Context: an optimization exercise on an open-source flow, tuned for small area. The choices shown serve that exercise and are no tape-out recipe. Function was checked by simulation only, so behaviour that the tests miss may differ from the original. Power is estimated from default activity; no workload was simulated.

Setup of JK:
Design id_stage_pipe, start of the top module:
module id_stage_pipe #(
    parameter int XLEN      = 32,
    parameter int NREG      = 32,
    parameter int WB_BYPASS = 1
) (
    input  logic            clk,
    input  logic            rst,
    input  logic            if_valid,
    input  logic [31:0]     if_inst,
    input  logic [XLEN-1:0] if_pc,
    output logic            id_ready,
    input  logic            ex_flush,
    input  logic            wb_we,
    input  logic [4:0]      wb_rd,
    input  logic [XLEN-1:0] wb_data,
    output logic            ex_valid,
    output logic [XLEN-1:0] ex_pc,
    output logic [4:0]      ex_rs1,
    output logic [4:0]      ex_rs2,
    output logic [4:0]      ex_rd,
    output logic [XLEN-1:0] ex_rs1_data,
    output logic [XLEN-1:0] ex_rs2_data,
    output logic [XLEN-1:0] ex_imm,
    output logic [3:0]      ex_alu_ctrl,
    output logic [2:0]      ex_funct3,
    output logic            ex_regwrite,
    output logic            ex_memread,
    output logic            ex_memwrite,
    output logic            ex_alusrc,
    output logic            ex_memtoreg,
    output logic            ex_branch,
    output logic            ex_illegal
);
Size: roughly 1100 flip-flops, about 270 I/O pins, roughly 42000 sq um of cells after synthesis.
clock: 4.5 ns
lec_check: 0
cap_margin: 5
core_margin: 2
core_utilization: 55
cts_cluster_diameter: 90
cts_cluster_size: 25
gpl_timing_driven: 0
slew_margin: 5
synth_hierarchical: 1
synth_minimum_keep_size: 0
standard.sh (not shown) runs the stock make flow with config.mk's settings and CLKGATE_MAP_FILE= SYNTH_SCRIPT=/design/flow/synth_recipe.tcl, a recipe that flattens the netlist after the stock synthesis.
==> flow/flow/run.sh <==
#!/bin/bash
# Own flow: the standard layout (standard.sh, unchanged synthesis and steps), except that
# the port buffers that global placement inserts on every input and output are buf_1 cells.
set -euo pipefail
cd "$(dirname "$0")/.."
export BUFFER_PORTS_ARGS="-buffer_cell sky130_fd_sc_hd__buf_1"
bash standard.sh finish > orfs_make.log 2>&1
JK completed every stage of the flow, and the final layout passed the timing, DRC and antenna checks.
What MS does differently from JK at the input level:
Settings: clearing GPL_TIMING_DRIVEN, which used to be 0; swapping 5 for 20 in SLEW_MARGIN; swapping 5 for 20 in CAP_MARGIN.
## What came out
- Of MS and JK, it is MS that has the lower fmax.
- In the metrics for JK and MS, the one carrying the higher count of antenna diodes in the layout is JK.
- On MS: sequential fraction of design power is 0.8 points higher than what JK gave.
- Lower number of optimization iterations in the first detailed-route pass among JK and MS: JK
- Compared with JK, MS shows final area that has gone down by a few percent.
- Looking at clock power across JK and MS, the one that comes out lower is MS.
Setup changes, MS to AL
Settings: swapping 20 for 5 in CAP_MARGIN; swapping 55 for 65 in CORE_UTILIZATION; putting PLACE_DENSITY at 0.8 where nothing was set; swapping 20 for 5 in SLEW_MARGIN.
Notes after the runs:
AL finished every stage; the final checks, however, were not passed, the failures being negative setup slack.
In AL, the weighted congestion at the end of routability-driven global placement came out about 5.7% above the value in MS.
Origin of the worst setup path = a2_q[1]$_SDFF_PP0_: AL; origin of the worst setup path = b1_q[2]$_SDFF_PP0_: MS
AL does better than MS on clock power.
Per the comparison of AL with MS, global routing usage on met2 up 6.9 points; share of cells above drive strength 1 down 0.61 points.
Against MS as the reference, AL delivers a lower share of power burned in combinational logic.
Here is what was changed in the inputs of TR compared with AL.
Settings: CTS_CLUSTER_SIZE changed from 25 to 30; CTS_CLUSTER_DIAMETER changed from 90 to 80; PLACE_DENSITY removed (was 0.8); CORE_UTILIZATION changed from 65 to 55.
## What came out
TR against AL; cell area is up slightly.
Against AL as the reference, TR delivers a lower via count.
Looking only at area growth from synthesis to layout, and setting everything else aside, the lower value of AL and TR goes to AL.
TR: final wirelength higher than AL
TR: PASS, flow complete, no timing, DRC or antenna violations
## Diff of input files: PW against TR
Settings: changing SLEW_MARGIN from 5 to 20; removing CTS_CLUSTER_DIAMETER (formerly 80); removing CTS_CLUSTER_SIZE (formerly 30); changing CORE_UTILIZATION from 55 to 40; changing CAP_MARGIN from 5 to 20.
Results
Taking TR as the reference, in PW routed via count shows an increase of 1047, fraction of standard cell area in multi-input logic shows a reduction of 1.2 points. Comparing switching power for PW and TR, the smaller number came from TR. PW and TR ended up with nearly the same multi-input combinational cell area. Worst setup slack is lower on PW. Delta (PW minus TR): slew at the pin closest to its max-slew limit has decreased, sequential share of layout area has decreased, power climbed 20%, met2 demand-to-capacity share in global routing decreased 13 points. Looking only at count of clock-buffer cells in the layout, and setting everything else aside, the higher value of PW and TR goes to PW.

---

The RTL this note starts from:
==> flow/design.v <==
module id_stage_pipe #(
    parameter int XLEN      = 32,
    parameter int NREG      = 32,
    parameter int WB_BYPASS = 1
) (
    input  logic            clk,
    input  logic            rst,
    input  logic            if_valid,
    input  logic [31:0]     if_inst,
    input  logic [XLEN-1:0] if_pc,
    output logic            id_ready,
    input  logic            ex_flush,
    input  logic            wb_we,
    input  logic [4:0]      wb_rd,
    input  logic [XLEN-1:0] wb_data,
    output logic            ex_valid,
    output logic [XLEN-1:0] ex_pc,
    output logic [4:0]      ex_rs1,
    output logic [4:0]      ex_rs2,
    output logic [4:0]      ex_rd,
    output logic [XLEN-1:0] ex_rs1_data,
    output logic [XLEN-1:0] ex_rs2_data,
    output logic [XLEN-1:0] ex_imm,
    output logic [3:0]      ex_alu_ctrl,
    output logic [2:0]      ex_funct3,
    output logic            ex_regwrite,
    output logic            ex_memread,
    output logic            ex_memwrite,
    output logic            ex_alusrc,
    output logic            ex_memtoreg,
    output logic            ex_branch,
    output logic            ex_illegal
);
    localparam logic [6:0] OP_R = 7'b0110011, OP_I = 7'b0010011, OP_LD = 7'b0000011;
    localparam logic [6:0] OP_ST = 7'b0100011, OP_BR = 7'b1100011, OP_LUI = 7'b0110111;
    localparam logic [3:0] ALU_ADD = 4'd0, ALU_SUB = 4'd1, ALU_AND = 4'd2, ALU_OR = 4'd3;
    localparam logic [3:0] ALU_SLT = 4'd4, ALU_SLTU = 4'd5, ALU_XOR = 4'd6, ALU_SLL = 4'd7;
    localparam logic [3:0] ALU_SRL = 4'd8, ALU_SRA = 4'd9, ALU_PASSB = 4'd10;
    localparam logic [2:0] C_OTH = 3'd0, C_R = 3'd1, C_I = 3'd2, C_SH = 3'd3;
    localparam logic [2:0] C_LD = 3'd4, C_ST = 3'd5, C_BR = 3'd6, C_LUI = 3'd7;
    logic [31:0] rf_q [1:31];
    logic        v_q;
    logic [31:0] pc_q;
    logic [6:0]  f7_q;           
    logic [7:0]  lo_q;           
    logic [2:0]  cls_q, cls_d;
    logic [3:0]  a1_q, a2_q;     
    logic [7:0]  b1_q, b2_q;     
    logic [6:0]  opc;
    logic [4:0]  rs1, rs2;
    logic        use1, use2, hz;
    assign opc = if_inst[6:0];
    assign rs1 = if_inst[19:15];
    assign rs2 = if_inst[24:20];
    always_comb begin
        use1 = 1'b0;
        use2 = 1'b0;
        cls_d = C_OTH;
        case (opc)
            OP_R:   begin use1 = 1'b1; use2 = 1'b1; cls_d = C_R; end
            OP_I:   begin use1 = 1'b1; cls_d = (if_inst[13:12] == 2'b01) ? C_SH : C_I; end
            OP_LD:  begin use1 = 1'b1; cls_d = C_LD; end
            OP_ST:  begin use1 = 1'b1; use2 = 1'b1; cls_d = C_ST; end
            OP_BR:  begin use1 = 1'b1; use2 = 1'b1; cls_d = C_BR; end
            OP_LUI: cls_d = C_LUI;
            default: ;
        endcase
    end
    assign hz = ex_memread && ex_rd != 5'd0 && if_valid &&
                ((use1 && rs1 == ex_rd) || (use2 && rs2 == ex_rd));
    assign id_ready = ex_flush || !hz;
    always_ff @(posedge clk) begin
        v_q   <= if_valid && !(rst || ex_flush || hz);
        pc_q  <= if_pc;
        f7_q  <= if_inst[31:25];
        lo_q  <= if_inst[14:7];
        cls_q <= cls_d;
        a1_q  <= 4'b1 << rs1[1:0];
        b1_q  <= 8'b1 << rs1[4:2];
        a2_q  <= 4'b1 << rs2[1:0];
        b2_q  <= 8'b1 << rs2[4:2];
    end
    logic [31:0] wd;
    assign wd = rst ? 32'd0 : wb_data;
    always_ff @(posedge clk) begin
        for (int i = 1; i < 32; i++)
            if (rst || (wb_we && wb_rd == 5'(i))) rf_q[i] <= wd;
    end
    logic [2:0] f3;
    logic [6:0] f7;
    logic       is_r, is_i, is_sh, is_ld, is_st, is_br, is_lui, is_oth, bad;
    assign f3 = lo_q[7:5];
    assign f7 = f7_q;
    assign is_r   = cls_q == C_R;
    assign is_i   = cls_q == C_I;
    assign is_sh  = cls_q == C_SH;
    assign is_ld  = cls_q == C_LD;
    assign is_st  = cls_q == C_ST;
    assign is_br  = cls_q == C_BR;
    assign is_lui = cls_q == C_LUI;
    assign is_oth = cls_q == C_OTH;
    assign bad = is_oth ||
                 (is_r && !(f7 == 7'b0 || (f7 == 7'b0100000 && (f3 == 3'b000 || f3 == 3'b101)))) ||
                 (is_sh && !(f7 == 7'b0 || (f3[2] && f7 == 7'b0100000))) ||
                 (is_br && f3[1]);
    function automatic logic [3:0] f3_alu(input logic [2:0] f);
        case (f)
            3'b000:  f3_alu = ALU_ADD;
            3'b001:  f3_alu = ALU_SLL;
            3'b010:  f3_alu = ALU_SLT;
            3'b011:  f3_alu = ALU_SLTU;
            3'b100:  f3_alu = ALU_XOR;
            3'b101:  f3_alu = ALU_SRL;
            3'b110:  f3_alu = ALU_OR;
            default: f3_alu = ALU_AND;
        endcase
    endfunction
    always_comb begin
        ex_alu_ctrl = ALU_ADD;
        if (!bad) begin
            if (is_r)
                ex_alu_ctrl = f7[5] ? (f3[2] ? ALU_SRA : ALU_SUB) : f3_alu(f3);
            else if (is_i || is_sh)
                ex_alu_ctrl = (is_sh && f3[2] && f7[5]) ? ALU_SRA : f3_alu(f3);
            else if (is_br)
                ex_alu_ctrl = ALU_SUB;
            else if (is_lui)
                ex_alu_ctrl = ALU_PASSB;
        end
    end
    assign ex_valid    = v_q;
    assign ex_illegal  = v_q && bad;
    assign ex_regwrite = v_q && !bad && (is_r || is_i || is_sh || is_ld || is_lui);
    assign ex_memread  = v_q && is_ld;
    assign ex_memtoreg = v_q && is_ld;
    assign ex_memwrite = v_q && is_st;
    assign ex_alusrc   = v_q && !bad && (is_i || is_sh || is_ld || is_st || is_lui);
    assign ex_branch   = v_q && !bad && is_br;
    assign ex_pc     = pc_q;
    assign ex_rd     = lo_q[4:0];
    assign ex_funct3 = lo_q[7:5];
    assign ex_rs1    = {b1_q[7] | b1_q[6] | b1_q[5] | b1_q[4], b1_q[7] | b1_q[6] | b1_q[3] | b1_q[2],
                        b1_q[7] | b1_q[5] | b1_q[3] | b1_q[1], a1_q[3] | a1_q[2], a1_q[3] | a1_q[1]};
    assign ex_rs2    = {b2_q[7] | b2_q[6] | b2_q[5] | b2_q[4], b2_q[7] | b2_q[6] | b2_q[3] | b2_q[2],
                        b2_q[7] | b2_q[5] | b2_q[3] | b2_q[1], a2_q[3] | a2_q[2], a2_q[3] | a2_q[1]};
    always_comb begin
        case (cls_q)
            C_I, C_LD: ex_imm = {{20{f7_q[6]}}, f7_q, ex_rs2};
            C_SH:      ex_imm = {27'd0, ex_rs2};
            C_ST:      ex_imm = {{20{f7_q[6]}}, f7_q, lo_q[4:0]};
            C_BR:      ex_imm = {{20{f7_q[6]}}, lo_q[0], f7_q[5:0], lo_q[4:1], 1'b0};
            C_LUI:     ex_imm = {f7_q, ex_rs2, ex_rs1, lo_q[7:5], 12'd0};
            default:   ex_imm = 32'd0;
        endcase
    end
    logic [31:0] s1, s2;
    logic [31:0] rfz [32];
    logic [31:0] n1 [11], n2 [11];
    always_comb begin
        for (int i = 0; i < 32; i++) begin
            s1[i] = a1_q[i % 4] & b1_q[i / 4];
            s2[i] = a2_q[i % 4] & b2_q[i / 4];
        end
        rfz[0] = 32'd0;
        for (int i = 1; i < 32; i++) rfz[i] = rf_q[i];
    end
    for (genvar g = 0; g < 11; g++) begin : grp
        for (genvar b = 0; b < 32; b++) begin : bit_
            if (g < 10) begin : full
                id_sel3 u1 (.d({rfz[3*g+3][b], rfz[3*g+2][b], rfz[3*g+1][b]}), .s(s1[3*g+3:3*g+1]), .y_n(n1[g][b]));
                id_sel3 u2 (.d({rfz[3*g+3][b], rfz[3*g+2][b], rfz[3*g+1][b]}), .s(s2[3*g+3:3*g+1]), .y_n(n2[g][b]));
            end else begin : part
                assign n1[g][b] = ~(rfz[31][b] & s1[31]);
                assign n2[g][b] = ~(rfz[31][b] & s2[31]);
            end
        end
    end
    always_comb begin
        ex_rs1_data = ~((n1[0] & n1[1] & n1[2] & n1[3]) & (n1[4] & n1[5] & n1[6] & n1[7]) & (n1[8] & n1[9] & n1[10]));
        ex_rs2_data = ~((n2[0] & n2[1] & n2[2] & n2[3]) & (n2[4] & n2[5] & n2[6] & n2[7]) & (n2[8] & n2[9] & n2[10]));
    end
endmodule
module id_sel3 (
    input  logic [2:0] d,
    input  logic [2:0] s,
    output logic       y_n
);
    assign y_n = ~|(d & s);
endmodule
==> flow/config.mk <==
export PLATFORM = sky130hd
export DESIGN_NAME = id_stage_pipe
export DESIGN_NICKNAME = id_stage_pipe
export VERILOG_FILES = /design/flow/design.v
export SDC_FILE = /design/flow/constraint.sdc
export NUM_CORES = 4
export LEC_CHECK = 0
export CAP_MARGIN = 20
export CORE_MARGIN = 2
export CORE_UTILIZATION = 40
export CTS_CLUSTER_DIAMETER = 90
export CTS_CLUSTER_SIZE = 25
export SLEW_MARGIN = 20
export SYNTH_HIERARCHICAL = 1
export SYNTH_MINIMUM_KEEP_SIZE = 0
==> flow/constraint.sdc <==
create_clock -name core_clock -period 4.5 [get_ports {clk}]
set_input_delay 0.9000 -clock core_clock [delete_from_list [all_inputs] [get_ports {clk}]]
set_output_delay 0.9000 -clock core_clock [all_outputs]
set_load 0.01 [all_outputs]
Scripts as last shown in full above: flow/flow/run.sh
The baseline completed with no timing, DRC or antenna violations.
Edit:
CAP_MARGIN = 5   (was 20)
CORE_UTILIZATION = 65   (was 40)
SLEW_MARGIN = 5   (was 20)
Area after synthesis is unchanged.
Wire length fell by 9.9%.
Worst setup slack gains 0.089 ns.
Combinational power goes down by about 5%.
Sequential power stays flat.
Total power goes down by 2.8%.
Clock skew goes down by 0.0036 ns.
Via count hardly moves.
Edit:
CORE_UTILIZATION = 55   (was 65)
Power rose by about 0.75%. Die area rose by 18%. Final area rose by about 0.8%. Global-route usage fell by 4.5 points. Core utilization fell by 11 points. Routed wire length rose by about 5%. Maximum frequency fell by about 2.3%. Worst hold slack gets worse by 0.015 ns. Sequential power barely changes. Sequential share of layout area fell by 0.53 points. Combinational power rose by about 2%.
Edit:
CORE_UTILIZATION = 72   (was 55)
What happened:
- The changed run completed without violations
- worst hold slack is about the same
- clock skew came out lower by 0.0047 ns
- cell area came out lower slightly
- wire length came out lower by a few percent
- core utilization came out higher by 18 points
- first-iteration DRC count came out higher by a quarter to a third
- fmax came out higher by a few percent
Edit:
CORE_UTILIZATION = 40   (was 72)
Global-route usage is lower by 18 points.
Flip-flop and latch count does not change.
Final area increases by 2.5%.
Count of clock-buffer cells in the layout rose by 4.
Non-clock buffer count goes up by 28.

## port drivers added, routing unchanged
Ports are ideal in the flow. The routed layouts listed here were re-timed in OpenROAD.
Step 1: set_driving_cell puts a clkbuf_16 on clk and a buf_2 on each other input, an assumption about the parent block.
Step 2 times the ports against the registers' clock, not the clock port: input delays grow and output delays shrink by t, the midpoint of the rising clock arrivals with the driver on.
Slacks: no drivers / after step 1 / after step 2; pairs: no drivers / after step 1.
run | t, ns | slack for setup (ns) | slew at the worst register clock pin (ns) | worst data-port slew with drivers (ns)
JK | 0.712 | 0.268 / 0.195 / -0.332 | 0.11 / 0.11 | 0.07
MS | 0.712 | 0.110 / 0.038 / 0.750 | 0.10 / 0.10 | 0.06
AL | 0.716 | -0.027 / -0.092 / 0.624 | 0.11 / 0.11 | 0.07
TR | 0.712 | 0.078 / 0.004 / 0.716 | 0.12 / 0.12 | 0.06
PW | 0.762 | 0.064 / -0.008 / 0.753 | 0.07 / 0.07 | 0.07
the first run of note 2 | 0.772 | 0.083 / 0.010 / 0.783 | 0.11 / 0.11 | 0.07
the second run of note 2 | 0.704 | 0.172 / 0.106 / 0.610 | 0.11 / 0.11 | 0.08
the third run of note 2 | 0.724 | 0.072 / 0.000 / 0.724 | 0.10 / 0.10 | 0.06
the fourth run of note 2 | 0.705 | 0.165 / 0.100 / 0.805 | 0.10 / 0.10 | 0.07
the fifth run of note 2 | 0.756 | 0.093 / 0.021 / 0.777 | 0.11 / 0.11 | 0.06
Met with ideal ports but missed after step 2: setup timing in JK. For JK, which loses most, drivers alone change the setup slack by -0.073 ns; drivers and shift together by -0.600 ns.
